Context: an optimization exercise on an open-source flow, tuned for small area, a short achievable clock period and few clock cycles. The choices shown serve that exercise and are no tape-out recipe.
Where RTL was checked, it was by simulation tests only, not by an equivalence proof against the original.
For runs 1 to 3 and 6, only the layout was checked, not whether the RTL still works.
Power figures rest on the tool's default switching activity, not on a simulated workload.

File: flow/design.v
`timescale 1ns / 1ps
`default_nettype none
package nfv5_pkg;
	localparam logic [15:0] NF_VERSION = 16'd5;
	localparam int unsigned HDR_WORDS = 6;
	localparam int unsigned REC_WORDS = 12;
	localparam int unsigned DIV1000_MUL_W = 29;
	localparam logic [DIV1000_MUL_W-1:0] DIV1000_MUL = 29'd274877907;
	localparam int unsigned DIV1000_SHIFT = 38;
	localparam int unsigned MS_Q_W = 23;
	localparam logic [31:0] K1000 = 32'd1000;
	typedef struct packed {
		logic [31:0] src_ip;
		logic [31:0] dst_ip;
		logic [31:0] packet_count;
		logic [31:0] byte_count;
		logic [31:0] ms_first;
		logic [31:0] ms_last;
		logic [31:0] epoch_secs;
		logic [31:0] epoch_nsecs;
		logic [15:0] src_port;
		logic [15:0] dst_port;
		logic [7:0]  tcp_flag_bits;
		logic [7:0]  protocol;
		logic        end_of_batch;
	} flow_ms_t;
endpackage
`default_nettype wire
`timescale 1ns / 1ps
`default_nettype none
module netflow_v5_packet_builder_core #(
	parameter int unsigned RECORDS_PER_PACKET = 30
) (
	input  logic        clk,
	input  logic        arst_n,
	input  logic        flow_valid,
	output logic        flow_ready,
	input  logic [31:0] flow_src_ip,
	input  logic [31:0] flow_dst_ip,
	input  logic [31:0] flow_packet_count,
	input  logic [31:0] flow_byte_count,
	input  logic [63:0] flow_first_seen,
	input  logic [63:0] flow_last_seen,
	input  logic [15:0] flow_src_port,
	input  logic [15:0] flow_dst_port,
	input  logic [7:0]  flow_tcp_flag_bits,
	input  logic [7:0]  flow_protocol,
	input  logic        flow_end_of_batch,
	output logic        words_valid,
	input  logic        words_ready,
	output logic [8:0]  words_word_index,
	output logic [31:0] words_data_word,
	output logic        words_last_of_packet
);
	function automatic logic [8:0] div125_r4(input logic [6:0] r, input logic [1:0] d);
		logic [9:0] x, x1, x2, x3;
		logic [1:0] q;
		logic [6:0] ro;
		x  = {1'b0, r, d};
		x1 = x - 10'd125;
		x2 = x - 10'd250;
		x3 = x - 10'd375;
		if (!x3[9]) begin
			q  = 2'd3;
			ro = x3[6:0];
		end else if (!x2[9]) begin
			q  = 2'd2;
			ro = x2[6:0];
		end else if (!x1[9]) begin
			q  = 2'd1;
			ro = x1[6:0];
		end else begin
			q  = 2'd0;
			ro = x[6:0];
		end
		div125_r4 = {q, ro};
	endfunction
	function automatic logic [9:0] div125_top(input logic [8:0] x);
		logic [2:0] q;
		logic [8:0] ro;
		if (x >= 9'd500) begin
			q  = 3'd4;
			ro = x - 9'd500;
		end else if (x >= 9'd375) begin
			q  = 3'd3;
			ro = x - 9'd375;
		end else if (x >= 9'd250) begin
			q  = 3'd2;
			ro = x - 9'd250;
		end else if (x >= 9'd125) begin
			q  = 3'd1;
			ro = x - 9'd125;
		end else begin
			q  = 3'd0;
			ro = x;
		end
		div125_top = {q, ro[6:0]};
	endfunction
	logic [31:0] r_src, r_dst, r_pc, r_bc, r_ports;
	logic [7:0]  r_flags, r_proto;
	logic [31:0] sf, sl;            
	logic [22:0] uf, ul;            
	logic [6:0]  rf, rl;            
	logic [31:0] base_q, seq_q, h_up, h_secs;
	logic [31:0] h_ns;
	logic [4:0]  cnt_q, hcnt_q;
	logic        opn_q;             
	logic        seq_c;             
	logic [8:1]  k_q;
	logic        c_b0, c_opn;       
	logic        c_gt;              
	logic        fr_q, nb_q, nclose_q, pend_q, pend_close_q, wrap_q;
	logic [4:0]  np_q;              
	logic        ov_q, olast_q;
	logic [8:0]  oidx_q;
	logic [31:0] od_q;
	logic       take, close_in;
	logic [4:0] cnt_in;
	assign take     = flow_valid && fr_q;
	assign cnt_in   = opn_q ? 5'd1 : cnt_q + 5'd1;
	assign close_in = (cnt_in == 5'(RECORDS_PER_PACKET)) || flow_end_of_batch;
	logic        k_div, k_mul, k_ns, k_idle;
	logic [9:0]  tf, tl;
	logic [8:0]  f1, f2, l1, l2;
	logic [31:0] qf, ql;
	logic [31:0] f_a, f_b, f_sum, l_a, l_b, l_sum;
	logic        f_ci, l_ci, l_co;
	assign k_div  = |k_q[5:1];
	assign k_mul  = |k_q[3:1];
	assign k_ns   = k_q[5] || k_q[7] || k_q[8];
	assign k_idle = !(|k_q);
	assign tf = div125_top(flow_first_seen[31:23]);
	assign tl = div125_top(flow_last_seen[31:23]);
	assign f1 = div125_r4(rf, uf[19:18]);
	assign f2 = div125_r4(f1[6:0], uf[17:16]);
	assign l1 = div125_r4(rl, ul[19:18]);
	assign l2 = div125_r4(l1[6:0], ul[17:16]);
	assign qf = {9'd0, uf};
	assign ql = {9'd0, ul};
	always_comb begin
		f_a  = sf;
		f_b  = qf;
		f_ci = 1'b0;
		l_a  = sl;
		l_b  = ql;
		l_ci = 1'b0;
		if (k_mul) begin
			f_b = sf << 2;
			l_b = sl << 2;
		end else if (k_q[4]) begin
			f_b  = c_b0 ? 32'd0 : ~base_q;
			f_ci = !c_b0;
			l_b  = c_b0 ? ~sf : ~base_q;
			l_ci = 1'b1;
		end else if (k_q[7]) begin
			l_b  = c_b0 ? ~qf : ~sf;
			l_ci = 1'b1;
		end
		if (k_ns) begin
			f_a = h_ns;
			f_b = h_ns << 2;
		end
	end
	assign f_sum = f_a + f_b + 32'(f_ci);
	assign {l_co, l_sum} = {1'b0, l_a} + {1'b0, l_b} + 33'(l_ci);
	logic adv, avail, load, last_np;
	assign adv     = !ov_q || words_ready;
	assign avail   = (np_q == 5'd6 || np_q == 5'd7) ? (k_q[8] || k_idle) : 1'b1;
	assign load    = adv && nb_q && avail;
	assign last_np = nclose_q ? (np_q == 5'd17) : (np_q == 5'd11);
	logic       nb_n, nclose_n, pend_n, pend_close_n, fr_n;
	logic [4:0] np_n;
	always_comb begin
		nb_n         = nb_q;
		nclose_n     = nclose_q;
		pend_n       = pend_q;
		pend_close_n = pend_close_q;
		np_n         = np_q;
		if (take) begin
			pend_n       = 1'b1;
			pend_close_n = close_in;
		end
		if (load) begin
			np_n = np_q + 5'd1;
			if (last_np) nb_n = 1'b0;
		end
		if (!nb_n && pend_n) begin
			nb_n     = 1'b1;
			np_n     = 5'd0;
			nclose_n = pend_close_n;
			pend_n   = 1'b0;
		end
		fr_n = !pend_n && (!nb_n || (nclose_n ? (np_n >= 5'd16) : (np_n >= 5'd10)));
	end
	logic [31:0] word;
	always_comb begin
		case (np_q)
			5'd0:    word = r_src;
			5'd1:    word = r_dst;
			5'd4:    word = r_pc;
			5'd5:    word = r_bc;
			5'd6:    word = c_gt ? sl : sf;
			5'd7:    word = sl;
			5'd8:    word = r_ports;
			5'd9:    word = {8'h00, r_flags, r_proto, 8'h00};
			5'd12:   word = {16'd5, 11'd0, cnt_q};
			5'd13:   word = h_up;
			5'd14:   word = h_secs;
			5'd15:   word = h_ns;
			5'd16:   word = seq_q;
			default: word = 32'd0;
		endcase
	end
	always_ff @(posedge clk or negedge arst_n) begin
		if (!arst_n) begin
			fr_q         <= 1'b1;
			nb_q         <= 1'b0;
			nclose_q     <= 1'b0;
			pend_q       <= 1'b0;
			pend_close_q <= 1'b0;
			np_q         <= 5'd0;
			wrap_q       <= 1'b0;
			ov_q         <= 1'b0;
			oidx_q       <= 9'd5;
			k_q          <= '0;
			opn_q        <= 1'b1;
			cnt_q        <= 5'd0;
			hcnt_q       <= 5'd0;
			base_q       <= 32'd0;
			seq_q        <= 32'd0;
			seq_c        <= 1'b0;
		end else begin
			fr_q         <= fr_n;
			nb_q         <= nb_n;
			nclose_q     <= nclose_n;
			pend_q       <= pend_n;
			pend_close_q <= pend_close_n;
			np_q         <= np_n;
			if (adv) ov_q <= load;
			seq_c <= 1'b0;
			if (load) begin
				oidx_q <= wrap_q ? 9'd0 : oidx_q + 9'd1;
				wrap_q <= nclose_q && (np_q == 5'd11);
				if (np_q == 5'd12) hcnt_q <= cnt_q;
				if (np_q == 5'd16) {seq_c, seq_q[7:0]} <= {1'b0, seq_q[7:0]} + 9'(hcnt_q);
			end
			if (seq_c) seq_q[31:8] <= seq_q[31:8] + 24'd1;
			k_q <= {k_q[7:1], take};
			if (take) begin
				opn_q <= close_in;
				cnt_q <= cnt_in;
			end
			if (k_q[6] && c_b0) base_q <= f_sum;
		end
	end
	always_ff @(posedge clk) begin
		if (adv) begin
			od_q    <= word;
			olast_q <= (np_q == 5'd17);
		end
		if (fr_q) begin
			r_src   <= flow_src_ip;
			r_dst   <= flow_dst_ip;
			r_pc    <= flow_packet_count;
			r_bc    <= flow_byte_count;
			r_ports <= {flow_src_port, flow_dst_port};
			r_flags <= flow_tcp_flag_bits;
			r_proto <= flow_protocol;
			sf      <= {flow_first_seen[60:32], 3'd0};
			sl      <= {flow_last_seen[60:32], 3'd0};
			uf      <= {tf[9:7], flow_first_seen[22:3]};
			ul      <= {tl[9:7], flow_last_seen[22:3]};
			rf      <= tf[6:0];
			rl      <= tl[6:0];
			c_b0    <= (base_q == 32'd0);
			c_opn   <= opn_q;
			if (opn_q) begin
				h_secs <= flow_last_seen[63:32];
				h_ns   <= {flow_last_seen[28:0], 3'd0};
			end
		end else begin
			if (k_div) begin
				uf[19:0] <= {uf[15:0], f1[8:7], f2[8:7]};
				rf <= f2[6:0];
				ul[19:0] <= {ul[15:0], l1[8:7], l2[8:7]};
				rl <= l2[6:0];
			end
			if (k_mul || k_q[4] || k_q[6]) sf <= (k_q[6] && c_b0) ? 32'd0 : f_sum;
			if (k_mul || k_q[4] || k_q[6] || (k_q[7] && c_b0)) sl <= l_sum;
			if (k_q[7]) c_gt <= !c_b0 && !l_co;
			if (c_opn && k_ns) h_ns <= f_sum;
			if (c_opn && k_q[7]) h_up <= c_b0 ? l_sum : sl;
		end
	end
	assign flow_ready           = fr_q;
	assign words_valid          = ov_q;
	assign words_word_index     = oidx_q;
	assign words_data_word      = od_q;
	assign words_last_of_packet = olast_q;
endmodule
`default_nettype wire
File: flow/flow/run.sh
#!/bin/bash
set -euo pipefail
bash standard.sh SETUP_SLACK_MARGIN=6.5 finish > layout.log 2>&1
File: flow/standard.sh
#!/bin/bash
# synth_recipe.tcl (not shown) runs the flow's synth.tcl, then flattens the netlist and writes it again
# the make line also repeats each setting of config.mk as NAME=value (left out here)
make -C /OpenROAD-flow-scripts/flow DESIGN_CONFIG=/design/flow/config.mk WORK_HOME=/design/flow/orfs CLKGATE_MAP_FILE= SYNTH_SCRIPT=/design/flow/synth_recipe.tcl "${@:-finish}"
File: flow/config.mk
export PLATFORM = sky130hd
export DESIGN_NAME = netflow_v5_packet_builder_core
export DESIGN_NICKNAME = netflow_v5_packet_builder_core
export VERILOG_FILES = /design/flow/design.v
export SDC_FILE = /design/flow/constraint.sdc
export NUM_CORES = 4
export LEC_CHECK = 0
export CAP_MARGIN = 20
export CORE_MARGIN = 2
export CORE_UTILIZATION = 40
export PLACE_DENSITY = 0.6
export SETUP_SLACK_MARGIN = 5
export SLEW_MARGIN = 20
File: flow/constraint.sdc
create_clock -name core_clock -period 10.0 [get_ports {clk}]
set_input_delay 2.0000 -clock core_clock [delete_from_list [all_inputs] [get_ports {clk}]]
set_output_delay 2.0000 -clock core_clock [all_outputs]
set_load 0.01 [all_outputs]
==> flow_metrics.py, run 1 <==
metrics = {
    "status": {
        "status": "complete, no violations",
    },
    "min_path": {
        "hp-start": "k_q[3]",
        "holdCritPathClass": "reg -> reg",
        "whs_endpoint": "k_q[4]",
        "min_path_cells": 0,
    },
    "floorplan": {
        "dieHeight_microns": 278,
        "fp.dieW_microns": 278,
        "initial_core_util": 0.403,
        "ios": 353,
        "dieArea_sq_um": 77100,
        "core_sq_um": 74300,
        "fp-row-count": 100,
    },
    "timing": {
        "fin_worst_skew_ps": 20.1,
        "tightest_slew_ps": 959,
        "max_freq_mhz": 239,
        "timing.final.crit_period_ps": 4190,
        "fin_setup_tns_ps": 0,
        "setup_viol": 0,
        "hold_viol_final": 0,
        "rsz0062_at_grt": "true",
        "relSlewSlack": 0.357,
        "fin_crit_sh": 0.419,
        "drv_slew": 0,
    },
    "global_routing": {
        "track_usage": 0.295,
        "grt_pass1_vias": 25740,
        "grt_antenna_before_repair": 7,
        "grt_overflow": 0,
        "grt_max_degree": 87,
        "grt_pass1_wl_microns": 170000,
    },
    "critical_path": {
        "criticalPathCategory": "reg -> reg",
        "reg2reg_setup_slack_ps": 5810,
        "reg2reg_from": "k_q[5]",
        "r2r_cells": 17,
        "required_ps": 10380,
        "timing.rr.end": "sf[31]",
        "cp_data_arrival_time_ps": 4570,
        "startpoint_type": "flip-flop",
        "critPathCaptureType": "flip-flop",
        "cp_max_fo": 8,
    },
    "synthesis": {
        "synth_area_sq_um": 30000,
        "postSynthCellCount": 2775,
        "syn-num-nets": 3205,
        "synth_seq_cells": 537,
        "dominantRegCellSynth": "edfxtp_1",
        "synth-edff-count": 426,
        "syn_avg_cell_area_sq_um": 10.8,
        "synth.yosys.seq_area_share": 0.519,
        "async_flop_share": 0.196,
        "synth.distinct_cells": 98,
        "yosys_warnings": 1,
    },
    "final_layout": {
        "n_antenna_cell": 0,
        "syn_to_final_growth_pct": 38.0,
        "nNetsFinal": 3755,
        "final_cell_mix": "edfxtp_1 (426), clkdlybuf4s50_1 (283), nand2_1 (282)",
        "drive_above_1_share": 0.261,
        "final_common_cell": "edfxtp_1",
    },
    "cts": {
        "cts_hold_buf": 0,
        "cts_root_buffer": "clkbuf_16",
        "clock_path_buffers": 3,
        "clock_latency_ps": 650,
        "clkSinkCount": 537,
        "htree_levels": 2,
        "cts_inserted_buffers": 60,
        "cts_tree": "built",
        "path_clk_slew_ps": 60,
    },
    "route": {
        "routed_wirelength_microns": 119000,
        "viasPerCell": 6.07,
        "ant_nets": 0,
        "first_pass_iters": 6,
        "wl_per_cell_microns": 27.5,
        "num_vias": 26372,
        "drc": 0,
        "detail_route.iter0.violations": 2924,
    },
    "power": {
        "vdd_drop_max_mv": 0.201,
        "finalPower_w": 0.0172,
        "p_per_area_nw_per_um2": 416,
        "p_leak_nw": 15.8,
    },
    "place": {
        "place_congestion": 0.954,
        "numPortBuffers": 346,
        "hpwl_microns": 80200,
    },
    "flow_run": {
        "cap_violations": 0,
    },
}
## Yosys cell counts, types with 13 or more instances
| cell | instances | share of area |
|---|---|---|
| xor2_1 | 36 | 0.011 |
| o221a_2 | 21 | 0.0079 |
| nor2_1 | 172 | 0.022 |
| a22oi_1 | 68 | 0.017 |
| a21o_1 | 35 | 0.0088 |
| o21a_1 | 20 | 0.0050 |
| nor2b_1 | 14 | 0.0029 |
| nand2_1 | 312 | 0.039 |
| a211oi_1 | 18 | 0.0045 |
| mux2i_1 | 65 | 0.022 |
| nand4_1 | 24 | 0.0050 |
| nor4_1 | 20 | 0.0042 |
| o21bai_1 | 16 | 0.0040 |
| a22o_1 | 54 | 0.016 |
| o22ai_1 | 17 | 0.0035 |
| dfrtp_1 | 101 | 0.084 |
| mux2_2 | 81 | 0.030 |
| o211ai_1 | 24 | 0.0060 |
| xnor2_1 | 82 | 0.024 |
| nand2b_1 | 29 | 0.0061 |
| clkbuf_1 | 122 | 0.015 |
| a221oi_1 | 19 | 0.0056 |
| nor3_1 | 47 | 0.0078 |
| ha_1 | 116 | 0.048 |
| inv_1 | 109 | 0.014 |
| and3_1 | 16 | 0.0033 |
| o21ai_0 | 234 | 0.039 |
| a31oi_1 | 26 | 0.0054 |
| a222oi_1 | 46 | 0.015 |
| nand3_1 | 71 | 0.012 |
| a21oi_1 | 142 | 0.024 |
| o31ai_1 | 13 | 0.0033 |
| edfxtp_1 | 426 | 0.43 |
## stage by stage
step / cell area, sq um / instances / setup slack (ps) / hold WS [ps] / utilization
after global placement: 35000 / 3983 / 4840 / 434 / 0.471
after CTS: 39700 / 4259 / 5930 / 456 / 0.534
after global routing: 41400 / 4346 / 5680 / 472 / 0.556
after floorplan: 30700 / 2775 / 6110 / 352 / -
after detailed placement: 35000 / 3983 / 4820 / 435 / 0.471
final: 41400 / 4346 / 5810 / 469 / 0.556
## power breakdown
group | internal (W) | total (W) | switching, W
registers | 0.00355 | 0.00437 | 0.000818
logic | 0.00479 | 0.0106 | 0.00577
clock network | 0.00130 | 0.00226 | 0.000959
## cells by family (layout without fill, tap and decap cells)
logic type	after synthesis	count (layout)	share of synthesized area
simple gates	752	759	0.114
compound gates	844	845	0.195
flops	537	537	0.519
xor+xnor	118	119	0.0345
mux	147	147	0.0526
fa+ha+maj	122	122	0.0521
buf+inv	255	848	0.0336
## flip-flops by register name, summed over array words and instances (netlist names), 9 cells and up
register,count
r_pc,32
r_dst,32
sf,32
h_secs,32
r_ports,32
sl,32
base_q,32
od_q,32
uf,23
h_ns,32
h_up,32
r_bc,32
seq_q,32
r_src,32
oidx_q,9
ul,23
## final cells by class
cell class	instances	area [sq um]
Clock buffer	82	1670
Clock inverter	32	323
Fill cell	6302	33000
Inverter	110	469
Multi-Input combinational cell	1992	16000
Sequential cell	537	15600
Tap cell	969	1210
Timing Repair Buffer	623	6090
Timing Repair inverter	1	7.51
## critical path: stages (launching register included)
cell and delay (ps):
dfrtp_2 420, or3_4 500, buf_16 190, nand2_4 60, nand2_4 50, mux2_4 270
ha_4 290, buf_6 100, nand3_4 80, nor2_4 140, a221o_1 200, and3_4 230
o21ai_4 80, a2111oi_4 460, o2111ai_2 160, and3b_2 240, a211oi_4 320, o21ai_1 120
## worst max path at each step
stage / start / endpoint / depth (start not counted)
2_1_floorplan: flow_last_seen[24] / rl[6] / 12
3_3_place_gp: c_b0 / h_up[28] / 17
3_5_place_dp: c_b0 / h_up[28] / 17
4_1_cts: k_q[7] / sf[29] / 17
5_1_grt: k_q[5] / sf[31] / 17
6_report: k_q[5] / sf[31] / 17
## metal layers
layer,vias to the layer above,GRT usage,wire [microns]
met3,299,0.0544,10900
met2,1354,0.475,55000
met5,-,0,86
li1,11674,-,-
met4,12,0.104,4970
met1,13033,0.397,48400
## repair_timing
action	in CTS	in global routing
pin swaps	141	148
endpoints found under the setup margin	261	225
cloned	19	3
setup buffers	143	84
resized for setup	380	244
==> run 2: changes to the inputs <==
--- a/flow/config.mk
+++ b/flow/config.mk
@@ -13 +13,2 @@
 export SLEW_MARGIN = 20
+export TNS_END_PERCENT = 0
==> run 2 against run 1 <==
Still clean on timing, DRC and antenna; worst setup slack got worse by 150 ps; count of clock-buffer cells in the layout fell by 3; critical path depth down 2; sequential power hardly changed; utilization shrank 3.9 points; register-to-register slack got worse by 150 ps; highest routed layer is now met4.
==> flow_metrics.py, run 2 <==
metrics = {
    "status": {
        "status": "complete, no violations",
    },
    "global_routing": {
        "track_usage": 0.286,
        "grt_max_degree": 84,
        "grt_pass1_wl_microns": 165000,
        "grt_overflow": 0,
        "grt_antenna_before_repair": 2,
        "grt_pass1_vias": 25049,
    },
    "floorplan": {
        "core_sq_um": 74300,
        "initial_core_util": 0.403,
        "ios": 353,
        "fp-row-count": 100,
        "fp.dieW_microns": 278,
        "dieArea_sq_um": 77100,
        "dieHeight_microns": 278,
    },
    "timing": {
        "setup_viol": 0,
        "timing.final.crit_period_ps": 4340,
        "tightest_slew_ps": 1090,
        "fin_worst_skew_ps": 11.4,
        "fin_crit_sh": 0.434,
        "relSlewSlack": 0.275,
        "hold_viol_final": 0,
        "fin_setup_tns_ps": 0,
        "drv_slew": 0,
        "rsz0062_at_grt": "true",
        "max_freq_mhz": 230,
    },
    "route": {
        "wl_per_cell_microns": 27.3,
        "viasPerCell": 6.05,
        "drc": 0,
        "num_vias": 25415,
        "first_pass_iters": 7,
        "detail_route.iter0.violations": 2647,
        "routed_wirelength_microns": 115000,
        "ant_nets": 0,
    },
    "cts": {
        "path_clk_slew_ps": 60,
        "clock_latency_ps": 630,
        "cts_tree": "built",
        "htree_levels": 2,
        "cts_root_buffer": "clkbuf_16",
        "clock_path_buffers": 3,
        "clkSinkCount": 537,
        "cts_hold_buf": 0,
        "cts_inserted_buffers": 58,
    },
    "final_layout": {
        "register_area_sq_um": 15600,
        "drive_above_1_share": 0.162,
        "final_common_cell": "edfxtp_1",
        "num-fill-cells": 6536,
        "syn_to_final_growth_pct": 28.4,
        "final_cell_mix": "edfxtp_1 (426), clkdlybuf4s50_1 (340), nand2_1 (291)",
        "post-route-util": 0.518,
        "nNetsFinal": 3608,
        "multi_input_area_sq_um": 14400,
    },
    "synthesis": {
        "synth.distinct_cells": 98,
        "synth.yosys.seq_area_share": 0.519,
        "yosys_warnings": 1,
        "synth_top_cell_by_area": "edfxtp_1",
        "syn_avg_cell_area_sq_um": 10.8,
        "synth-edff-count": 426,
        "synth_top_area_share": 0.427,
        "synth_area_sq_um": 30000,
        "async_flop_share": 0.196,
        "yosysMostFrequentCell": "edfxtp_1",
        "synthTopCellsByCount": "edfxtp_1 (426), nand2_1 (312), o21ai_0 (234)",
        "postSynthCellCount": 2775,
        "synth_seq_cells": 537,
        "syn-num-nets": 3205,
        "synthTopCellsByArea": "edfxtp_1 (43%), dfrtp_1 (8.4%), ha_1 (4.8%)",
        "dominantRegCellSynth": "edfxtp_1",
    },
    "power": {
        "p_leak_nw": 14.5,
        "p_per_area_nw_per_um2": 393,
        "vdd_drop_max_mv": 0.203,
    },
    "critical_path": {
        "criticalPathCategory": "reg -> reg",
        "cp_data_arrival_time_ps": 4720,
        "cp_max_fo": 12,
        "reg2reg_setup_slack_ps": 5660,
        "required_ps": 10380,
        "critPathCaptureType": "flip-flop",
        "startpoint_type": "flip-flop",
    },
    "flow_run": {
        "cap_violations": 0,
    },
    "min_path": {
        "holdCritPathClass": "reg -> reg",
    },
    "place": {
        "hpwl_microns": 80700,
        "place_congestion": 0.947,
        "numPortBuffers": 346,
    },
}
==> run 2: power by group <==
part	total (W)	leakage [nW]	internal, W	switching, W
Clock	0.00223	0.949	0.00130	0.000928
Sequential	0.00435	5.41	0.00355	0.000803
Combinational	0.00855	8.15	0.00359	0.00496
Total	0.0151	14.5	0.00843	0.00669
==> run 2: cell type report <==
type / count / share of cell area
sequential: 537 / 0.404
timing repair buffer: 484 / 0.127
antenna: 2 / 0.000130
clock inverter: 31 / 0.00953
multi-input combinational: 1987 / 0.376
tap: 969 / 0.0315
clock buffer: 79 / 0.0414
inverter: 110 / 0.0108
==> run 2: through the flow <==
step	total power [W]	hold slack (ps)	cells	cell area [sq um]	setup slack [ps]
4_1_cts	0.0146	467	4155	37900	5880
3_3_place_gp	0.0116	433	3983	34600	4200
6_report	0.0151	463	4199	38500	5660
3_5_place_dp	0.0117	440	3983	34600	4170
2_1_floorplan	0.00916	352	2775	30200	6060
5_1_grt	0.0160	474	4199	38500	5600
==> run 2: critical path: stages, from the launching register on <==
cell and delay [ps]:
dfrtp_4 510, buf_4 170, or2_4 330, nor2_1 140, o21ai_0 140, o221a_2 150
ha_1 270, nor4_1 420, o21ai_1 200, nor4b_2 230, or4_4 540, a21oi_4 240
o2111ai_1 170, a21oi_1 190, xnor2_1 100, mux2_2 270
==> run 2: per-layer routing <==
metal | GRT usage | part of all wire | vias up
met3 | 0.0528 | 0.090 | 233
met4 | 0.107 | 0.042 | 0
met1 | 0.388 | 0.41 | 12512
li1 | - | - | 11382
met5 | 0 | 0 | -
met2 | 0.457 | 0.46 | 1288
==> run 2: cells by family after synthesis <==
kind of cell | count (synthesis) | share of synthesized area
AO/OA/AOI/OAI | 844 | 0.195
AND/OR/NAND/NOR | 752 | 0.114
flip-flops | 537 | 0.519
buffers and inverters | 255 | 0.0336
multiplexers | 147 | 0.0526
adder cells (fa/ha/maj) | 122 | 0.0521
XOR/XNOR | 118 | 0.0345
==> run 2: worst paths after layout <==
kind | from | endpoint | depth (start not counted)
worst max-delay path | k_q[7] | h_up[29] | 15
worst min-delay path | k_q[2] | k_q[3] | 0
worst max register to register | k_q[7] | h_up[29] | 15
worst min register to register | k_q[2] | k_q[3] | 0
max in group asynchronous | arst_n | k_q[7] | 2
min in group asynchronous | arst_n | oidx_q[5] | 1
==> run 2: what timing repair did <==
| item | CTS | global route |
|---|---|---|
| setup buffers | 49 | 39 |
| endpoints found under the setup margin | 318 | 285 |
| pin swaps | 49 | 57 |
| gates resized for setup | 146 | 60 |
| gates cloned | 13 | 3 |
==> run 3: changes to the inputs <==
==> flow/run.sh (new file) <==
#!/bin/bash
# synth_recipe.tcl (not shown) runs the flow's synth.tcl, then flattens the netlist and writes it again
# the make line also repeats each setting of config.mk as NAME=value (left out here)
make -C /OpenROAD-flow-scripts/flow DESIGN_CONFIG=/design/flow/config.mk WORK_HOME=/design/flow/orfs CLKGATE_MAP_FILE= SYNTH_SCRIPT=/design/flow/synth_recipe.tcl finish
--- a/flow/config.mk
+++ b/flow/config.mk
@@ -13,2 +13 @@
 export SLEW_MARGIN = 20
-export TNS_END_PERCENT = 0
removed: flow/flow/run.sh
removed: flow/standard.sh
==> run 3 against run 2 <==
Sequential share of layout area increased by 2.3 points; cell area shrank 5.3%; sequential power is essentially flat; worst hold slack got worse by 47 ps; utilization shrank 2.8 points.
==> flow_metrics.py, run 3 <==
metrics = {
    "cts": {
        "cts_hold_buf": 0,
        "cts_tree": "built",
        "htree_levels": 2,
        "clkSinkCount": 537,
        "clock_path_buffers": 3,
        "cts_root_buffer": "clkbuf_16",
        "clock_latency_ps": 630,
        "path_clk_slew_ps": 60,
        "cts_inserted_buffers": 57,
    },
    "critical_path": {
        "timing.rr.end": "h_ns[31]",
        "r2r_cells": 15,
        "crit_slowest_cell": "clkdlybuf4s50_1",
        "critPathCaptureType": "flip-flop",
        "cp_max_fo": 7,
        "worst_path_largest_cell_delay_ps": 630,
        "required_ps": 10390,
        "reg2reg_from": "k_q[7]",
        "cp.depth": 13,
        "crit_start": "flow_last_seen[24]",
        "crit_family": "compound AO/OA/AOI/OAI gates",
        "cp_data_arrival_time_ps": 5220,
        "reg2reg_setup_slack_ps": 5190,
        "cp-endpoint": "rl[6]",
        "criticalPathCategory": "in -> reg",
        "crit_chain": "clkdlybuf4s50_1 > inv_1 > ha_1 > a21o_1 > a22o_1 > a211oi_1 > o21ai_0 > o311ai_0 > mux2_2 > nor2_1 > xnor2_1 > a22oi_1 > o21a_1",
        "crit_buf_inv": 2,
        "startpoint_type": "primary input",
    },
    "synthesis": {
        "synth.distinct_cells": 98,
        "dominantRegCellSynth": "edfxtp_1",
        "synth-edff-count": 426,
        "synth_top_area_share": 0.427,
        "syn_avg_cell_area_sq_um": 10.8,
        "yosysMostFrequentCell": "edfxtp_1",
        "synthTopCellsByArea": "edfxtp_1 (43%), dfrtp_1 (8.4%), ha_1 (4.8%)",
        "async_flop_share": 0.196,
        "yosys_warnings": 1,
        "synth_seq_cells": 537,
        "synth_top_cell_by_area": "edfxtp_1",
        "postSynthCellCount": 2775,
        "syn-num-nets": 3205,
        "synth.yosys.seq_area_share": 0.519,
        "synthTopCellsByCount": "edfxtp_1 (426), nand2_1 (312), o21ai_0 (234)",
        "synth_area_sq_um": 30000,
    },
    "route": {
        "drc": 0,
        "num_vias": 24652,
        "detail_route.iter0.violations": 2858,
        "viasPerCell": 6.03,
        "first_pass_iters": 8,
        "ant_nets": 0,
        "wl_per_cell_microns": 26.6,
        "routed_wirelength_microns": 109000,
    },
    "floorplan": {
        "fp-row-count": 100,
        "dieHeight_microns": 278,
        "core_sq_um": 74300,
        "ios": 353,
        "initial_core_util": 0.403,
        "fp.dieW_microns": 278,
        "dieArea_sq_um": 77100,
    },
    "global_routing": {
        "grt_pass1_wl_microns": 159000,
        "grt_antenna_before_repair": 4,
        "grt_overflow": 0,
        "track_usage": 0.274,
        "grt_max_degree": 164,
        "grt_pass1_vias": 24137,
    },
    "flow_run": {
        "cap_violations": 0,
    },
    "timing": {
        "hold_viol_final": 0,
        "fin_crit_sh": 0.483,
        "timing.final.crit_period_ps": 4830,
        "drv_slew": 0,
        "rsz0062_at_grt": "false",
        "max_freq_mhz": 207,
        "tightest_slew_ps": 1110,
        "relSlewSlack": 0.257,
        "fin_worst_skew_ps": 14.2,
        "fin_setup_tns_ps": 0,
        "setup_viol": 0,
    },
    "final_layout": {
        "drive_above_1_share": 0.0942,
        "n_antenna_cell": 0,
        "post-route-util": 0.490,
        "num-fill-cells": 6745,
        "syn_to_final_growth_pct": 21.5,
        "final_common_cell": "edfxtp_1",
        "final_cell_mix": "edfxtp_1 (426), clkdlybuf4s50_1 (345), nand2_1 (311)",
        "nNetsFinal": 3502,
    },
    "place": {
        "numPortBuffers": 346,
        "hpwl_microns": 80400,
        "place_congestion": 0.927,
    },
    "power": {
        "vdd_drop_max_mv": 0.197,
        "p_per_area_nw_per_um2": 378,
        "p_leak_nw": 13.6,
    },
    "min_path": {
        "min_path_cells": 0,
        "holdCritPathClass": "reg -> reg",
        "hp-start": "k_q[3]",
    },
    "status": {
        "status": "complete, no violations",
    },
}
run 3: worst reg2reg max path: cells and delay by family, from the launching register on:
kind                       cells  cell delay (ps)
and+or+nand+nor                3              750
buffers and inverters          1              380
muxes                          1              360
DFF                            1              600
adders and majority gates      1              370
AOI/OAI and AO/OA              9             2060
run 3: worst min-delay path by stage:
stage                     slack (ps)     end
final                            420  k_q[4]
after floorplan                  350  k_q[5]
after global routing             430  k_q[4]
after global placement           400  k_q[4]
after CTS                        420  k_q[4]
after detailed placement         400  k_q[4]
run 3: routing by layer:
layer,vias to the layer above,part of all wire,GRT usage
li1,11160,-,-
met1,12238,0.43,0.378
met2,1121,0.47,0.451
met3,127,0.083,0.0471
met4,6,0.023,0.0643
met5,-,0.00032,0
run 3: power by group:
group | switching, W | total, W | internal [W]
Sequential | 0.000791 | 0.00434 | 0.00355
Clock | 0.000913 | 0.00203 | 0.00112
Combinational | 0.00447 | 0.00739 | 0.00292
Total | 0.00618 | 0.0138 | 0.00759
run 3: through the flow:
stage,hold WS (ps),setup WS [ps],power [W],cells,instance area (sq um)
2_1_floorplan,352,5380,0.00904,2775,30000
3_3_place_gp,398,3980,0.0114,3978,34400
3_5_place_dp,399,3960,0.0115,3978,34400
4_1_cts,416,5010,0.0136,4085,36300
5_1_grt,434,4940,0.0146,4089,36400
6_report,416,5170,0.0138,4089,36400
run 3: cells by family (layout without fill, tap and decap cells):
kind of cell / count (synthesis) / in the layout / synth area share
and+or+nand+nor: 752 / 752 / 0.114
AOI/OAI and AO/OA: 844 / 844 / 0.195
xor gates and xnor gates: 118 / 118 / 0.0345
adders and majority gates: 122 / 122 / 0.0521
buffers and inverters: 255 / 600 / 0.0336
muxes: 147 / 147 / 0.0526
DFF: 537 / 537 / 0.519
run 3: what timing repair did:
action	4_1_cts	5_1_grt
setup buffers	0	2
gates resized for setup	20	17
pin swaps	0	1
cloned	0	1
endpoints found under the setup margin	80	26
run 3: area by class of cell:
| type | count | area [sq um] | share of cell area |
|---|---|---|---|
| clock buffer | 80 | 1610 | 0.0441 |
| clock inverter | 27 | 159 | 0.00436 |
| inverter | 110 | 413 | 0.0113 |
| multi-input combinational | 1983 | 13700 | 0.375 |
| sequential | 537 | 15600 | 0.427 |
| tap | 969 | 1210 | 0.0333 |
| timing repair buffer | 383 | 3820 | 0.105 |
==> run 4: changes to the inputs <==
--- a/flow/design.v
+++ b/flow/design.v
@@ -111,2 +111,4 @@
 	logic        c_gt;              
+	logic        fa_ns, fb_x4, fb_nb, fb_q, fb_ns;
+	logic        lb_x4, lb_nb, lb_nsf, lb_q, lb_nqf;
 	logic        fr_q, nb_q, nclose_q, pend_q, pend_close_q, wrap_q;
@@ -127,2 +129,4 @@
 	logic        f_ci, l_ci, l_co;
+	logic [8:1] k_n;
+	assign k_n    = {k_q[7:1], take};
 	assign k_div  = |k_q[5:1];
@@ -139,26 +143,10 @@
 	assign ql = {9'd0, ul};
-	always_comb begin
-		f_a  = sf;
-		f_b  = qf;
-		f_ci = 1'b0;
-		l_a  = sl;
-		l_b  = ql;
-		l_ci = 1'b0;
-		if (k_mul) begin
-			f_b = sf << 2;
-			l_b = sl << 2;
-		end else if (k_q[4]) begin
-			f_b  = c_b0 ? 32'd0 : ~base_q;
-			f_ci = !c_b0;
-			l_b  = c_b0 ? ~sf : ~base_q;
-			l_ci = 1'b1;
-		end else if (k_q[7]) begin
-			l_b  = c_b0 ? ~qf : ~sf;
-			l_ci = 1'b1;
-		end
-		if (k_ns) begin
-			f_a = h_ns;
-			f_b = h_ns << 2;
-		end
-	end
+	assign f_a  = fa_ns ? h_ns : sf;
+	assign f_b  = ({32{fb_x4}} & (sf << 2)) | ({32{fb_nb}} & ~base_q) |
+	              ({32{fb_q}} & qf) | ({32{fb_ns}} & (h_ns << 2));
+	assign f_ci = fb_nb;
+	assign l_a  = sl;
+	assign l_b  = ({32{lb_x4}} & (sl << 2)) | ({32{lb_nb}} & ~base_q) |
+	              ({32{lb_nsf}} & ~sf) | ({32{lb_q}} & ql) | ({32{lb_nqf}} & ~qf);
+	assign l_ci = lb_nb || lb_nsf || lb_nqf;
 	assign f_sum = f_a + f_b + 32'(f_ci);
@@ -225,2 +213,12 @@
 			k_q          <= '0;
+			fa_ns        <= 1'b0;
+			fb_x4        <= 1'b0;
+			fb_nb        <= 1'b0;
+			fb_q         <= 1'b0;
+			fb_ns        <= 1'b0;
+			lb_x4        <= 1'b0;
+			lb_nb        <= 1'b0;
+			lb_nsf       <= 1'b0;
+			lb_q         <= 1'b0;
+			lb_nqf       <= 1'b0;
 			opn_q        <= 1'b1;
@@ -247,3 +245,13 @@
 			if (seq_c) seq_q[31:8] <= seq_q[31:8] + 24'd1;
-			k_q <= {k_q[7:1], take};
+			k_q   <= k_n;
+			fa_ns <= k_n[5] || k_n[7] || k_n[8];
+			fb_x4 <= |k_n[3:1];
+			fb_nb <= k_n[4] && !c_b0;
+			fb_q  <= k_n[6];
+			fb_ns <= k_n[5] || k_n[7] || k_n[8];
+			lb_x4 <= |k_n[3:1];
+			lb_nb <= k_n[4] && !c_b0;
+			lb_nsf <= (k_n[4] && c_b0) || (k_n[7] && !c_b0);
+			lb_q  <= k_n[6];
+			lb_nqf <= k_n[7] && c_b0;
 			if (take) begin
==> flow/flow/run.sh (new file) <==
#!/bin/bash
set -euo pipefail
export BUFFER_PORTS_ARGS="-buffer_cell sky130_fd_sc_hd__buf_1"
bash standard.sh SETUP_SLACK_MARGIN=6.5 finish > layout.log 2>&1
==> flow/standard.sh (new file) <==
#!/bin/bash
# synth_recipe.tcl (not shown) runs the flow's synth.tcl, then flattens the netlist and writes it again
# the make line also repeats each setting of config.mk as NAME=value (left out here)
make -C /OpenROAD-flow-scripts/flow DESIGN_CONFIG=/design/flow/config.mk WORK_HOME=/design/flow/orfs CLKGATE_MAP_FILE= SYNTH_SCRIPT=/design/flow/synth_recipe.tcl "${@:-finish}"
--- a/flow/config.mk
+++ b/flow/config.mk
@@ -9,5 +9,7 @@
 export CORE_MARGIN = 2
-export CORE_UTILIZATION = 40
-export PLACE_DENSITY = 0.6
+export CORE_UTILIZATION = 55
+export CTS_BUF_LIST = sky130_fd_sc_hd__clkbuf_4 sky130_fd_sc_hd__clkbuf_8
+export PLACE_DENSITY = 0.7
 export SETUP_SLACK_MARGIN = 5
 export SLEW_MARGIN = 20
+export TNS_END_PERCENT = 0
removed: flow/run.sh
==> run 4 against run 3 <==
Area after synthesis decreased by 1.6%; first-iteration DRC count grew 16%; clock skew up 15 ps; worst setup slack better by 900 ps; flip-flop and latch count up 5; cell area decreased by 5.1%; count of clock-buffer cells in the layout up 51; fmax up 23%; global-route usage rose by 8.3 points; critical path type is now reg -> reg; largest power group unchanged.
==> flow_metrics.py, run 4 <==
metrics = {
    "final_layout": {
        "final_common_cell": "edfxtp_1",
        "final_cell_mix": "edfxtp_1 (426), buf_1 (341), nand2_1 (293)",
        "drive_above_1_share": 0.143,
        "nNetsFinal": 3523,
        "instances_no_fill": 3861,
        "syn_to_final_growth_pct": 17.2,
    },
    "floorplan": {
        "core_sq_um": 52800,
        "initial_core_util": 0.559,
        "dieArea_sq_um": 55500,
        "fp-row-count": 84,
        "fp.dieW_microns": 236,
        "ios": 353,
        "dieHeight_microns": 236,
    },
    "cts": {
        "cts_tree": "built",
        "clock_path_buffers": 3,
        "path_clk_slew_ps": 60,
        "cts_inserted_buffers": 91,
        "htree_levels": 3,
        "clkSinkCount": 542,
        "cts_root_buffer": "clkbuf_8",
        "cts_hold_buf": 0,
        "clock_latency_ps": 690,
    },
    "flow_run": {
        "cap_violations": 0,
    },
    "critical_path": {
        "critPathCaptureType": "flip-flop",
        "criticalPathCategory": "reg -> reg",
        "startpoint_type": "flip-flop",
        "cp_max_fo": 13,
        "reg2reg_setup_slack_ps": 6070,
        "required_ps": 10410,
        "cp_data_arrival_time_ps": 4340,
    },
    "synthesis": {
        "synthTopCellsByCount": "edfxtp_1 (426), nand2_1 (293), o21ai_0 (196)",
        "syn-num-nets": 3120,
        "synth-edff-count": 426,
        "syn_avg_cell_area_sq_um": 11.0,
        "synth_top_area_share": 0.434,
        "dominantRegCellSynth": "edfxtp_1",
        "yosys_warnings": 1,
        "synthTopCellsByArea": "edfxtp_1 (43%), dfrtp_1 (9.0%), ha_1 (4.9%)",
        "yosysMostFrequentCell": "edfxtp_1",
        "synth.yosys.seq_area_share": 0.531,
        "postSynthCellCount": 2690,
        "async_flop_share": 0.203,
        "synth_seq_cells": 542,
        "synth_top_cell_by_area": "edfxtp_1",
        "synth_area_sq_um": 29500,
        "synth.distinct_cells": 98,
    },
    "power": {
        "pwr-share-seq": 0.352,
        "sw_frac_of_total": 0.433,
        "clock_power_share": 0.174,
        "vdd_drop_max_mv": 0.259,
        "p_leak_nw": 13.1,
        "p_per_area_nw_per_um2": 348,
        "p_switching_w": 0.00522,
        "p_int_w": 0.00683,
        "finalPower_w": 0.0120,
        "power.share.combinational": 0.474,
    },
    "timing": {
        "hold_viol_final": 0,
        "fin_worst_skew_ps": 29.3,
        "drv_slew": 0,
        "timing.final.crit_period_ps": 3930,
        "tightest_slew_ps": 1130,
        "fin_setup_tns_ps": 0,
        "setup_viol": 0,
        "holdWs_ps": 405,
        "rsz0062_at_grt": "true",
        "relSlewSlack": 0.244,
        "fin_crit_sh": 0.393,
        "max_freq_mhz": 254,
    },
    "global_routing": {
        "grt_antenna_before_repair": 7,
        "grt_pass1_wl_microns": 150000,
        "grt_overflow": 0,
        "grt_pass1_vias": 24228,
        "track_usage": 0.358,
        "grt_max_degree": 74,
    },
    "status": {
        "status": "complete, no violations",
    },
    "place": {
        "hpwl_microns": 72100,
        "place_inst": 3628,
        "place_congestion": 0.977,
        "numPortBuffers": 346,
    },
    "route": {
        "viasPerCell": 6.48,
        "drc": 0,
        "wl_per_cell_microns": 26.3,
        "detail_route.iter0.violations": 3325,
        "routed_wirelength_microns": 102000,
        "num_vias": 25027,
        "ant_nets": 0,
        "first_pass_iters": 7,
    },
    "min_path": {
        "holdCritPathClass": "reg -> reg",
    },
}
run 4: final cells by class:
class | count | area (sq um)
Timing Repair Buffer | 439 | 2290
Sequential cell | 542 | 15700
Multi-Input combinational cell | 1893 | 13300
Fill cell | 4145 | 18200
Clock buffer | 131 | 1640
Clock inverter | 36 | 293
Tap cell | 688 | 861
Antenna cell | 6 | 15.0
Inverter | 126 | 498
run 4: per-stage QoR:
stage | utilization | setup slack, ps | cell area, sq um
6_report | 0.655 | 6070 | 34600
5_1_grt | 0.655 | 5930 | 34600
4_1_cts | 0.648 | 6100 | 34200
3_5_place_dp | 0.596 | 4670 | 31400
3_3_place_gp | 0.596 | 4790 | 31400
2_1_floorplan | - | 6020 | 29500
run 4: power groups by stage:
stage | Combinational, W | Clock [W] | Sequential, W
4_1_cts | 0.00541 | 0.00212 | 0.00419
2_1_floorplan | 0.00381 | 0 | 0.00388
3_5_place_dp | 0.00514 | 0 | 0.00424
5_1_grt | 0.00621 | 0.00221 | 0.00428
3_3_place_gp | 0.00501 | 0 | 0.00423
6_report | 0.00571 | 0.00210 | 0.00424
run 4: path summary, 6_finish.rpt:
kind                        start        end  cells after the start
max                        lb_nqf   h_up[22]                     16
min                        k_q[2]     k_q[3]                      0
max reg2reg                lb_nqf   h_up[22]                     16
min reg2reg                k_q[2]     k_q[3]                      0
max in group asynchronous  arst_n     lb_nqf                      2
min in group asynchronous  arst_n  oidx_q[4]                      1
run 4: kinds of logic (layout without fill, tap and decap cells):
kind of cell	after synthesis	count (layout)	synth area share
xor+xnor	121	121	0.0364
fa+ha+maj	122	122	0.0530
mux	92	92	0.0343
other cells	0	6	0
flops	542	542	0.531
buf+inv	255	732	0.0345
compound gates	801	801	0.188
simple gates	757	757	0.123
run 4: worst max-delay path, stage by stage, from the launching register on:
cell and delay (ps):
dfrtp_4 570, clkinv_8 120, o22ai_1 80, a211o_1 260, fa_2 390, inv_1 120, fa_2 230, nor2b_1 60
o21a_1 190, o21ai_0 150, nand2b_1 110, a41o_2 310, o21ai_4 210, o21ai_0 140, a21oi_2 260, nor3_1 90
or3_1 390
run 4: what timing repair did:
| item | 4_1_cts | 5_1_grt |
|---|---|---|
| gates cloned | 7 | 0 |
| setup buffers | 33 | 19 |
| pin swaps | 22 | 23 |
| resized for setup | 79 | 39 |
| setup endpoints to repair | 284 | 133 |
run 4: routing by layer:
metal	vias to the layer above	wire length (microns)	track usage
li1	11110	-	-
met1	12209	40600	0.492
met2	1524	45600	0.548
met3	180	12700	0.108
met4	4	2830	0.107
met5	-	26	0
Testbench counts of run 4, summed over its fixed seeds: cycles 40,362.
==> run 5: changes to the inputs <==
--- a/flow/config.mk
+++ b/flow/config.mk
@@ -9,5 +9,4 @@
 export CORE_MARGIN = 2
-export CORE_UTILIZATION = 55
-export CTS_BUF_LIST = sky130_fd_sc_hd__clkbuf_4 sky130_fd_sc_hd__clkbuf_8
-export PLACE_DENSITY = 0.7
+export CORE_UTILIZATION = 40
+export PLACE_DENSITY = 0.6
 export SETUP_SLACK_MARGIN = 5
==> run 5 against run 4 <==
Sequential share of layout area fell by 0.52 points; area after synthesis did not move; synthesized cell count did not move; first-iteration DRC count fell by 13%; cell area rose by 1.2%; highest routed layer unchanged; clock skew rose by 5.0 ps; die area rose by 37%; count of clock-buffer cells in the layout fell by 55; sequential power barely moved; worst setup slack got worse by 90 ps.
==> flow_metrics.py, run 5 <==
metrics = {
    "critical_path": {
        "r2r_cells": 16,
        "criticalPathCategory": "reg -> reg",
        "critPathCaptureType": "flip-flop",
        "required_ps": 10370,
        "cp-endpoint": "sl[25]",
        "reg2reg_from": "lb_nqf",
        "crit_start": "lb_nqf",
        "reg2reg_setup_slack_ps": 5980,
        "startpoint_type": "flip-flop",
        "timing.rr.end": "sl[25]",
        "cp_max_fo": 13,
        "cp_data_arrival_time_ps": 4390,
    },
    "global_routing": {
        "grt_antenna_before_repair": 13,
        "grt_pass1_wl_microns": 154000,
        "grt_overflow": 0,
        "grt_max_degree": 118,
        "track_usage": 0.270,
        "grt_pass1_vias": 23745,
    },
    "min_path": {
        "holdCritPathClass": "reg -> reg",
        "hp-start": "k_q[4]",
    },
    "timing": {
        "fin_worst_skew_ps": 34.3,
        "fin_setup_tns_ps": 0,
        "drv_slew": 0,
        "timing.final.crit_period_ps": 4020,
        "hold_viol_final": 0,
        "max_freq_mhz": 249,
        "rsz0062_at_grt": "true",
        "fin_crit_sh": 0.402,
        "holdWs_ps": 394,
        "setup_viol": 0,
        "relSlewSlack": 0.281,
        "tightest_slew_ps": 1070,
        "setup_ws_ps": 5980,
    },
    "status": {
        "status": "complete, no violations",
    },
    "route": {
        "ant_nets": 0,
        "detail_route.iter0.violations": 2897,
        "viasPerCell": 6.01,
        "first_pass_iters": 8,
        "num_vias": 24484,
        "wl_per_cell_microns": 25.7,
        "routed_wirelength_microns": 105000,
        "drc": 0,
    },
    "floorplan": {
        "dieArea_sq_um": 75900,
        "ios": 353,
        "fp-row-count": 99,
        "fp.dieW_microns": 276,
        "core_sq_um": 73000,
        "dieHeight_microns": 276,
        "initial_core_util": 0.404,
    },
    "synthesis": {
        "synthTopCellsByArea": "edfxtp_1 (43%), dfrtp_1 (9.0%), ha_1 (4.9%)",
        "yosysMostFrequentCell": "edfxtp_1",
        "synth_seq_cells": 542,
        "syn-num-nets": 3120,
        "synthTopCellsByCount": "edfxtp_1 (426), nand2_1 (293), o21ai_0 (196)",
        "synth_top_cell_by_area": "edfxtp_1",
        "synth_area_sq_um": 29500,
        "async_flop_share": 0.203,
        "synth_top_area_share": 0.434,
        "dominantRegCellSynth": "edfxtp_1",
        "synth-edff-count": 426,
        "yosys_warnings": 1,
        "syn_avg_cell_area_sq_um": 11.0,
        "postSynthCellCount": 2690,
        "synth.distinct_cells": 98,
        "synth.yosys.seq_area_share": 0.531,
    },
    "cts": {
        "cts_inserted_buffers": 61,
        "htree_levels": 2,
        "path_clk_slew_ps": 60,
        "cts_tree": "built",
        "clkSinkCount": 542,
        "clock_latency_ps": 650,
        "clock_path_buffers": 3,
        "cts_root_buffer": "clkbuf_16",
    },
    "power": {
        "p_per_area_nw_per_um2": 351,
        "p_leak_nw": 13.0,
        "vdd_drop_max_mv": 0.201,
        "finalPower_w": 0.0123,
    },
    "final_layout": {
        "multi_input_area_sq_um": 13300,
        "final_cell_mix": "edfxtp_1 (426), buf_1 (340), nand2_1 (293)",
        "register_area_sq_um": 15700,
        "syn_to_final_growth_pct": 18.6,
        "final_common_cell": "edfxtp_1",
        "drive_above_1_share": 0.120,
        "nNetsFinal": 3483,
        "instances_no_fill": 4072,
        "num-fill-cells": 6731,
    },
    "place": {
        "place_congestion": 0.956,
        "dpl_worst_slack_ps": 4790,
        "hpwl_microns": 76000,
        "numPortBuffers": 346,
        "place_inst": 3900,
    },
    "flow_run": {
        "cap_violations": 0,
    },
}
## run 5: worst min-delay path by stage
stage                     slack (ps)  cells after the start     end
after floorplan                  350                      0  k_q[7]
after global placement           370                      0  k_q[2]
after detailed placement         380                      0  k_q[3]
after CTS                        390                      0  k_q[2]
after global routing             410                      0  k_q[5]
final                            390                      0  k_q[5]
## run 5: cells by family after synthesis
| group | count (synthesis) | share of synthesized area |
|---|---|---|
| adders and majority gates | 122 | 0.0530 |
| buffers and inverters | 255 | 0.0345 |
| DFF | 542 | 0.531 |
| muxes | 92 | 0.0343 |
| and+or+nand+nor | 757 | 0.123 |
| xor gates and xnor gates | 121 | 0.0364 |
| AOI/OAI and AO/OA | 801 | 0.188 |
## run 5: final cells by class
type | count | area share
timing repair inverter | 1 | 0.000143
inverter | 126 | 0.0140
tap | 959 | 0.0343
timing repair buffer | 428 | 0.0621
clock buffer | 76 | 0.0470
antenna | 7 | 0.000501
sequential | 542 | 0.448
clock inverter | 40 | 0.0142
multi-input combinational | 1893 | 0.379
## run 5: what timing repair did
item / CTS / global route
setup endpoints to repair: 254 / 116
cloned: 7 / 0
resized for setup: 82 / 26
buffers inserted: 29 / 13
hold buffers: 0 / 0
pin swaps: 19 / 19
## run 5: through the flow
stage,area [sq um],utilization
after global placement,31800,0.436
after detailed placement,31800,0.436
after floorplan,29500,-
after CTS,34700,0.476
after global routing,35000,0.479
final,35000,0.479
## run 5: critical path, stage by stage, from the launching register on
cell and delay (ps):
dfrtp_2 420, clkinvlp_4 100, buf_12 140, o22ai_1 90, a211o_1 310, fa_2 380
a21oi_4 180, o2111ai_2 160, o2111ai_2 160, nand3_2 170, a2111oi_4 490, buf_4 190
o31ai_2 70, or3_1 320, a31oi_1 220, xor2_1 250, o21ai_0 110
## run 5: where the power goes
part           switching [W]  total, W  internal (W)
registers           0.000796   0.00425       0.00345
logic                0.00346   0.00565       0.00219
clock network       0.000952   0.00238       0.00143
total                0.00521    0.0123       0.00707
## run 5: routing by layer
metal  global-route usage  vias up  part of all wire
met5                    0        -           0.00074
met4               0.0661       10             0.022
met3               0.0431      133             0.096
met2                0.414     1138              0.45
met1                0.398    12194              0.44
li1                     -    11009                 -
==> run 6: changes to the inputs <==
--- a/flow/design.v
+++ b/flow/design.v
@@ -114,3 +114,3 @@
 	logic        fr_q, nb_q, nclose_q, pend_q, pend_close_q, wrap_q;
-	logic [4:0]  np_q;              
+	logic [17:0] np_q;              
 	logic        ov_q, olast_q;
@@ -155,7 +155,7 @@
 	assign adv     = !ov_q || words_ready;
-	assign avail   = (np_q == 5'd6 || np_q == 5'd7) ? (k_q[8] || k_idle) : 1'b1;
+	assign avail   = (np_q[6] || np_q[7]) ? (k_q[8] || k_idle) : 1'b1;
 	assign load    = adv && nb_q && avail;
-	assign last_np = nclose_q ? (np_q == 5'd17) : (np_q == 5'd11);
+	assign last_np = nclose_q ? np_q[17] : np_q[11];
 	logic       nb_n, nclose_n, pend_n, pend_close_n, fr_n;
-	logic [4:0] np_n;
+	logic [17:0] np_n;
 	always_comb begin
@@ -171,3 +171,3 @@
 		if (load) begin
-			np_n = np_q + 5'd1;
+			np_n = {np_q[16:0], 1'b0};
 			if (last_np) nb_n = 1'b0;
@@ -176,3 +176,3 @@
 			nb_n     = 1'b1;
-			np_n     = 5'd0;
+			np_n     = 18'd1;
 			nclose_n = pend_close_n;
@@ -180,23 +180,11 @@
 		end
-		fr_n = !pend_n && (!nb_n || (nclose_n ? (np_n >= 5'd16) : (np_n >= 5'd10)));
+		fr_n = !pend_n && (!nb_n || (nclose_n ? (|np_n[17:16]) : (|np_n[17:10])));
 	end
 	logic [31:0] word;
-	always_comb begin
-		case (np_q)
-			5'd0:    word = r_src;
-			5'd1:    word = r_dst;
-			5'd4:    word = r_pc;
-			5'd5:    word = r_bc;
-			5'd6:    word = c_gt ? sl : sf;
-			5'd7:    word = sl;
-			5'd8:    word = r_ports;
-			5'd9:    word = {8'h00, r_flags, r_proto, 8'h00};
-			5'd12:   word = {16'd5, 11'd0, cnt_q};
-			5'd13:   word = h_up;
-			5'd14:   word = h_secs;
-			5'd15:   word = h_ns;
-			5'd16:   word = seq_q;
-			default: word = 32'd0;
-		endcase
-	end
+	assign word = ({32{np_q[0]}} & r_src) | ({32{np_q[1]}} & r_dst) |
+	              ({32{np_q[4]}} & r_pc) | ({32{np_q[5]}} & r_bc) |
+	              ({32{np_q[6] && !c_gt}} & sf) | ({32{np_q[7] || (np_q[6] && c_gt)}} & sl) |
+	              ({32{np_q[8]}} & r_ports) | ({32{np_q[9]}} & {8'h00, r_flags, r_proto, 8'h00}) |
+	              ({32{np_q[12]}} & {16'd5, 11'd0, cnt_q}) | ({32{np_q[13]}} & h_up) |
+	              ({32{np_q[14]}} & h_secs) | ({32{np_q[15]}} & h_ns) | ({32{np_q[16]}} & seq_q);
 	always_ff @(posedge clk or negedge arst_n) begin
@@ -208,3 +196,3 @@
 			pend_close_q <= 1'b0;
-			np_q         <= 5'd0;
+			np_q         <= 18'd0;
 			wrap_q       <= 1'b0;
@@ -240,5 +228,5 @@
 				oidx_q <= wrap_q ? 9'd0 : oidx_q + 9'd1;
-				wrap_q <= nclose_q && (np_q == 5'd11);
-				if (np_q == 5'd12) hcnt_q <= cnt_q;
-				if (np_q == 5'd16) {seq_c, seq_q[7:0]} <= {1'b0, seq_q[7:0]} + 9'(hcnt_q);
+				wrap_q <= nclose_q && np_q[11];
+				if (np_q[12]) hcnt_q <= cnt_q;
+				if (np_q[16]) {seq_c, seq_q[7:0]} <= {1'b0, seq_q[7:0]} + 9'(hcnt_q);
 			end
@@ -266,3 +254,3 @@
 			od_q    <= word;
-			olast_q <= (np_q == 5'd17);
+			olast_q <= np_q[17];
 		end
@@ -299,3 +287,3 @@
 			if (c_opn && k_ns) h_ns <= f_sum;
-			if (c_opn && k_q[7]) h_up <= c_b0 ? l_sum : sl;
+			if (c_opn && k_q[8]) h_up <= sl;
 		end
--- a/flow/config.mk
+++ b/flow/config.mk
@@ -9,4 +9,5 @@
 export CORE_MARGIN = 2
-export CORE_UTILIZATION = 40
-export PLACE_DENSITY = 0.6
+export CORE_UTILIZATION = 55
+export CTS_BUF_LIST = sky130_fd_sc_hd__clkbuf_4 sky130_fd_sc_hd__clkbuf_8
+export PLACE_DENSITY = 0.7
 export SETUP_SLACK_MARGIN = 5
==> run 6 against run 5 <==
Wire length is 5.0% lower; area after synthesis decreased by 1.3%; largest cell class unchanged; first-iteration DRC count up 5.5%.
==> flow_metrics.py, run 6 <==
metrics = {
    "status": {
        "status": "complete, no violations",
    },
    "route": {
        "drc": 0,
        "wl_per_cell_microns": 26.4,
        "ant_nets": 0,
        "first_pass_iters": 8,
        "detail_route.iter0.violations": 3057,
        "viasPerCell": 6.48,
        "num_vias": 24434,
        "routed_wirelength_microns": 99600,
    },
    "synthesis": {
        "syn-num-nets": 3042,
        "synthTopCellsByArea": "edfxtp_1 (44%), dfrtp_1 (10%), ha_1 (5.1%)",
        "yosys_warnings": 1,
        "synth_seq_cells": 555,
        "synth_top_family_by_area": "compound AO/OA/AOI/OAI gates",
        "synth.yosys.seq_area_share": 0.549,
        "dominantRegCellSynth": "edfxtp_1",
        "synth_compound_area_frac": 0.196,
        "synth_top_area_share": 0.439,
        "synth_area_sq_um": 29100,
        "postSynthCellCount": 2609,
        "synth_mux_area_frac": 0.0202,
        "async_flop_share": 0.222,
        "synth.distinct_cells": 91,
        "syn_avg_cell_area_sq_um": 11.2,
        "synth_top_cell_by_area": "edfxtp_1",
        "synth-edff-count": 426,
        "synthSimpleGateAreaFrac": 0.115,
        "synthXorXnorAreaFrac": 0.0319,
        "synth_fa_ha_area_frac": 0.0546,
        "synthTopCellsByCount": "edfxtp_1 (426), nand2_1 (295), o21ai_0 (167)",
        "yosysMostFrequentCell": "edfxtp_1",
    },
    "power": {
        "vdd_drop_max_mv": 0.213,
        "finalPower_w": 0.00987,
        "p_leak_nw": 13.1,
        "p_per_area_nw_per_um2": 289,
    },
    "final_layout": {
        "fin_area_sq_um": 34100,
        "nNetsFinal": 3436,
        "syn_to_final_growth_pct": 17.3,
        "post-route-util": 0.651,
        "instances_no_fill": 3773,
        "final_cell_mix": "edfxtp_1 (426), buf_1 (339), nand2_1 (294)",
        "num-fill-cells": 4119,
        "drive_above_1_share": 0.130,
        "final_common_cell": "edfxtp_1",
    },
    "floorplan": {
        "dieHeight_microns": 234,
        "core_sq_um": 52400,
        "ios": 353,
        "fp-row-count": 84,
        "dieArea_sq_um": 54800,
        "initial_core_util": 0.555,
        "fp.dieW_microns": 234,
    },
    "cts": {
        "clkSinkCount": 555,
        "cts_tree": "built",
        "clock_latency_ps": 720,
        "cts_root_buffer": "clkbuf_8",
        "clock_path_buffers": 3,
        "path_clk_slew_ps": 60,
        "cts_inserted_buffers": 92,
        "htree_levels": 3,
        "cts_hold_buf": 0,
    },
    "global_routing": {
        "track_usage": 0.357,
        "grt_max_degree": 88,
        "grt_overflow": 0,
        "grt_pass1_wl_microns": 146000,
        "grt_pass1_vias": 23550,
        "grt_antenna_before_repair": 4,
    },
    "place": {
        "numPortBuffers": 346,
        "place_area_sq_um": 31100,
        "place_congestion": 0.993,
        "place_inst": 3549,
        "hpwl_microns": 71300,
    },
    "timing": {
        "timing.final.crit_period_ps": 3810,
        "fin_setup_tns_ps": 0,
        "hold_viol_final": 0,
        "relSlewSlack": 0.217,
        "tightest_slew_ps": 1170,
        "drv_slew": 0,
        "setup_viol": 0,
        "fin_crit_sh": 0.381,
        "max_freq_mhz": 262,
        "rsz0062_at_grt": "true",
        "fin_worst_skew_ps": 32.4,
    },
    "critical_path": {
        "critPathCaptureType": "flip-flop",
        "cp_data_arrival_time_ps": 4270,
        "r2r_cells": 14,
        "reg2reg_setup_slack_ps": 6190,
        "startpoint_type": "flip-flop",
        "timing.rr.end": "sl[29]",
        "required_ps": 10460,
        "cp_max_fo": 7,
        "reg2reg_from": "lb_nqf",
        "criticalPathCategory": "reg -> reg",
    },
    "min_path": {
        "holdCritPathClass": "reg -> reg",
        "min_path_cells": 0,
        "whs_endpoint": "k_q[3]",
        "hp-start": "k_q[2]",
    },
    "flow_run": {
        "cap_violations": 0,
    },
}
[run 6: cell types whose count changed after synthesis, sizes merged, moves of 16 or more]
cell	previous run	this run
a221oi	28	12
o211ai	10	26
a21oi	131	148
mux2	72	45
nor2	114	77
a222oi	29	45
o21ai	209	177
[run 6: logic make-up after synthesis]
group                      count (synthesis)
muxes                                     53
buffers and inverters                    250
adders and majority gates                124
DFF                                      555
xor gates and xnor gates                 106
AOI/OAI and AO/OA                        819
and+or+nand+nor                          702
[run 6: critical path, cell delays in order, from the launching register on]
cell	delay [ps]
dfrtp_4	500
clkinvlp_4	130
buf_12	130
o221ai_2	90
a221o_1	320
ha_4	270
a21o_1	170
a21o_1	170
a221o_1	430
a211o_1	360
o21ai_2	200
and2_4	190
a21oi_2	60
or3_1	310
a32o_1	220
[run 6: how the worst max path moves through the flow]
stage / start / to / slack (ps) / cells past startpoint
floorplan: flow_last_seen[25] / rl[6] / 6140 / 11
global placement: lb_nqf / c_gt / 4860 / 15
detailed placement: lb_nqf / c_gt / 4910 / 15
CTS: fb_nb / sl[28] / 6220 / 16
global route: flow_last_seen[25] / rl[6] / 6100 / 12
finish: lb_nqf / sl[29] / 6190 / 14
[run 6: metrics by stage]
| stage | hold WS (ps) | worst slack (ps) |
|---|---|---|
| finish | 395 | 6190 |
| global route | 410 | 6100 |
| global placement | 373 | 4860 |
| floorplan | 352 | 6140 |
| CTS | 398 | 6220 |
| detailed placement | 384 | 4910 |
[run 6: area by class of cell]
cell class | instances | area [sq um] | area share
antenna | 4 | 10.0 | 0.000293
clock buffer | 150 | 1810 | 0.0530
clock inverter | 22 | 259 | 0.00759
inverter | 125 | 484 | 0.0142
multi-input combinational | 1804 | 12600 | 0.369
sequential | 555 | 16000 | 0.469
tap | 688 | 861 | 0.0252
timing repair buffer | 424 | 2110 | 0.0619
timing repair inverter | 1 | 5.00 | 0.000147
[run 6: per-layer routing]
| layer | GRT usage | vias to the layer above | share of wire |
|---|---|---|---|
| met5 | 0 | - | 0.00014 |
| met3 | 0.0702 | 187 | 0.11 |
| met2 | 0.550 | 1442 | 0.46 |
| met4 | 0.130 | 2 | 0.034 |
| li1 | - | 10834 | - |
| met1 | 0.504 | 11969 | 0.40 |
[run 6: timing repair]
action                     4_1_cts  5_1_grt
cloned                           4        1
pin swaps                       15       19
gates resized for setup         71       35
setup endpoints to repair      152       99
buffers inserted                33       10
[run 6: report_power, final]
group,leakage [nW],switching [W],internal (W)
Clock,1.09,0.000960,0.00126
Sequential,5.58,0.000555,0.00318
Combinational,6.38,0.00242,0.00151
Total,13.1,0.00393,0.00594

## port drivers added, routing unchanged
The results above use ideal ports. As a check the final layouts listed here were re-extracted and re-timed, cells and wires unchanged. Step 1: set_driving_cell puts a clkbuf_16 on clk and a buf_2 on each other input, an assumption about the parent block. Step 2, shift: input delay + t, output delay - t, t = (earliest + latest rising clock arrival at the registers) / 2. This alone moves slack from input paths to output paths. Three values: ideal, step 1, step 2; two values: the first two.
run	shift t [ns]	slack for setup (ns)	worst setup path at the end	latest minus earliest clock arrival (ns)	pins driven straight from the clock port
run 1	0.704	5.810 / 5.810 / 5.810	register to register	0.022 / 0.022	1
run 2	0.691	5.656 / 5.656 / 5.192	input to register	0.012 / 0.011	1
run 3	0.694	5.168 / 5.191 / 4.517	input to register	0.018 / 0.018	1
run 4	0.738	6.067 / 6.067 / 5.412	input to register	0.036 / 0.035	1
run 5	0.696	5.976 / 5.976 / 5.433	input to register	0.036 / 0.036	1
run 6	0.755	6.189 / 6.189 / 5.505	input to register	0.041 / 0.040	1
After both steps setup and hold are still met in every run listed. For run 6, which loses most, drivers alone change the setup slack by 0.000 ns; drivers and shift together by -0.684 ns.
